Source: an optimization exercise on an open RTL-to-GDS flow (aim: a short achievable clock period and few clock cycles). Production flows keep margins and buffers that such runs may drop. The RTL was checked by simulation tests, not by an equivalence proof against the original design. The clock port is modelled as an ideal driver; clocking choices that lean on that would not hold on a real chip. Power is estimated from default activity; no workload was simulated.

## job 857
## lc3b_cache
module lc3b_cache (
	input wire logic clk,
	input wire logic rst_n,
	input wire logic mem_read,
	input wire logic mem_write,
	input logic [16-1:0] mem_address,
	input logic [16-1:0] mem_wdata,
	input logic [1:0] mem_byte_enable,
	output logic [16-1:0] mem_rdata,
	output logic mem_resp,
	output logic pmem_read,
	output logic pmem_write,
	output logic [9+3-1:0] pmem_address,
	output logic [128-1:0] pmem_wdata,
	input logic [128-1:0] pmem_rdata,
	input wire logic pmem_resp
	);
Size: roughly 5000 cells after synthesis, roughly 1300 flip-flops.
export LEC_CHECK = 0
export CAP_MARGIN = 20
export CORE_MARGIN = 2
export CORE_UTILIZATION = 55
export SETUP_SLACK_MARGIN = 4.4
export SLEW_MARGIN = 80
export SYNTH_HIERARCHICAL = 1
create_clock -name core_clock -period 7.0 [get_ports {clk}]
standard.sh (not shown) runs the stock make flow with config.mk's settings and CLKGATE_MAP_FILE= SYNTH_SCRIPT=/design/flow/synth_recipe.tcl, a recipe that flattens the netlist after the stock synthesis.
==> flow/flow/run.sh <==
#!/bin/bash
# Own layout flow: the standard ORFS flow (the standard.sh, with its
# synthesis unchanged), with
# - the port buffers made as buf_8 cells instead of the small delay buffers
#   buffer_ports picks by default,
# - the resizer free to change a cell's footprint,
# - a fanout limit set before each repair step (flow/max_fanout.tcl).
# Each step's full log is kept by ORFS under orfs/logs/; make's own output
# goes to make_finish.log here.
set -euo pipefail
W=$(pwd)
MF="$W/flow/max_fanout.tcl"
bash "$W/standard.sh" \
	MATCH_CELL_FOOTPRINT=0 \
	"BUFFER_PORTS_ARGS=-buffer_cell sky130_fd_sc_hd__buf_8" \
	PRE_RESIZE_TCL="$MF" \
	PRE_CTS_TCL="$MF" \
	PRE_GLOBAL_ROUTE_TCL="$MF" \
	finish > "$W/make_finish.log" 2>&1
==> flow/flow/max_fanout.tcl <==
# Limit the fanout the resizer leaves on any net, so that high-fanout nets
# (the address bits and their decoded selects) get balanced buffer trees
# instead of chains of slew-repair buffers.
set_max_fanout 16 [current_design]
No stage failed in job 857, and the final checks on the layout all came back clean.
Testbench counts of job 857, summed over its fixed seeds: cycles 70,052.
What job 9889 does differently from job 857 at the input level:
- a change of CORE_UTILIZATION from 55 to 60
--- outcome ---
In summary, job 9889 completed successfully, with a layout that passed the timing, design-rule and antenna checks.
Per the final summary, job 857 finished and its layout is clean on timing, DRC and antenna.
Against job 857, the final cell area of job 9889 is lower.
Job 9889 reports a lower portion of the layout cell area used by non-clock buffers than job 857 does.
The sequential share of layout area reported for job 9889 is greater than that of job 857 by 0.28 points.
From job 857 to job 9889 the numbers moved as follows: arrival time of data at the critical path endpoint went up; number of inserted filler cells in the final layout went down; die area went down; final period demand of the worst path went up.
### job 9889 -> job 8526
- swapping 60 for 50 in CORE_UTILIZATION
- swapping 4.4 for 4.6 in SETUP_SLACK_MARGIN
- putting PLACE_DENSITY at 0.75 where nothing was set
## What came out
Job 8526 | status: complete | timing, DRC, antenna: pass
Lower sequential portion of the cell area among job 8526 and job 9889: job 8526
Against job 9889, global-route wire length before repair in job 8526 rose by a few percent.
Between job 8526 and job 9889, first-iteration DRC count is lower for job 8526, job 9889 comes in above that.
Compared with job 9889, job 8526 shows a power per cell area that is 1.1 nW/µm² lower.
From job 8526 to job 9889, synthesized cell area did not move at all.
Compared with job 9889, job 8526 shows final wirelength higher by 33 mm.
Job 9889 → job 8526: final core utilization went down by 9.8 points, setup slack went down, met1 usage went down, die footprint grew by about 20%.
[inputs] job 7064 vs job 8526
- SETUP_SLACK_MARGIN: 4.6 -> 4.4
- PLACE_DENSITY: 0.75 -> unset
- CORE_UTILIZATION: 50 -> 60
- SLEW_MARGIN: 80 -> 60
### Flow results
- The number of filler instances in the final layout in job 7064 sits 1584 below the value recorded for job 8526.
- Higher non-clock buffer count was reported by job 8526, not job 7064.
- Compared with job 8526, job 7064 shows final-layout clock-cell area share higher by 0.41 points.
- Re number of distinct library cell variants in the gate-level netlist after synthesis: no difference whatsoever between job 7064 and job 8526.
- Post-layout instance area of job 7064 falls short of that of job 8526 by a little under 10%.
- When the final numbers for job 8526 and job 7064 were put side by side, the setup slack turned out to be smaller in job 7064.
- Compared job 7064 vs job 8526, and worst-margin pin slew is down in job 7064.

==> separate check: timing with driven ports <==
In the flow no input, the clock included, has a driving cell. The finished layouts below were timed again as built, in two steps. Step 1 sets driving cells, clkbuf_16 on the clock port and buf_2 on the other inputs (assumed; they add their load-dependent delay and slew). Step 2 adds t to the input delays and takes it off the output delays; t is the mean of the earliest and latest rising clock arrival at the registers after step 1. Input paths then give back, and output paths get back, about the clock's delay inside the block. Slacks: no drivers / after step 1 / after step 2; pairs: no drivers / after step 1.
run | t (ns) | setup WS [ns] | latest minus earliest clock arrival (ns) | pins driven straight from the clock port
job 857 | 0.883 | 4.230 / 4.156 / 3.367 | 0.029 / 0.029 | 1
job 9889 | 0.885 | 4.208 / 4.171 / 3.357 | 0.041 / 0.041 | 1
job 8526 | 0.939 | 3.963 / 4.001 / 3.063 | 0.057 / 0.057 | 1
job 7064 | 0.879 | 3.928 / 3.956 / 3.076 | 0.027 / 0.027 | 1
After both steps every run listed still meets setup and hold. For job 8526, which loses most, drivers alone change the setup slack by +0.038 ns; drivers and shift together by -0.900 ns.
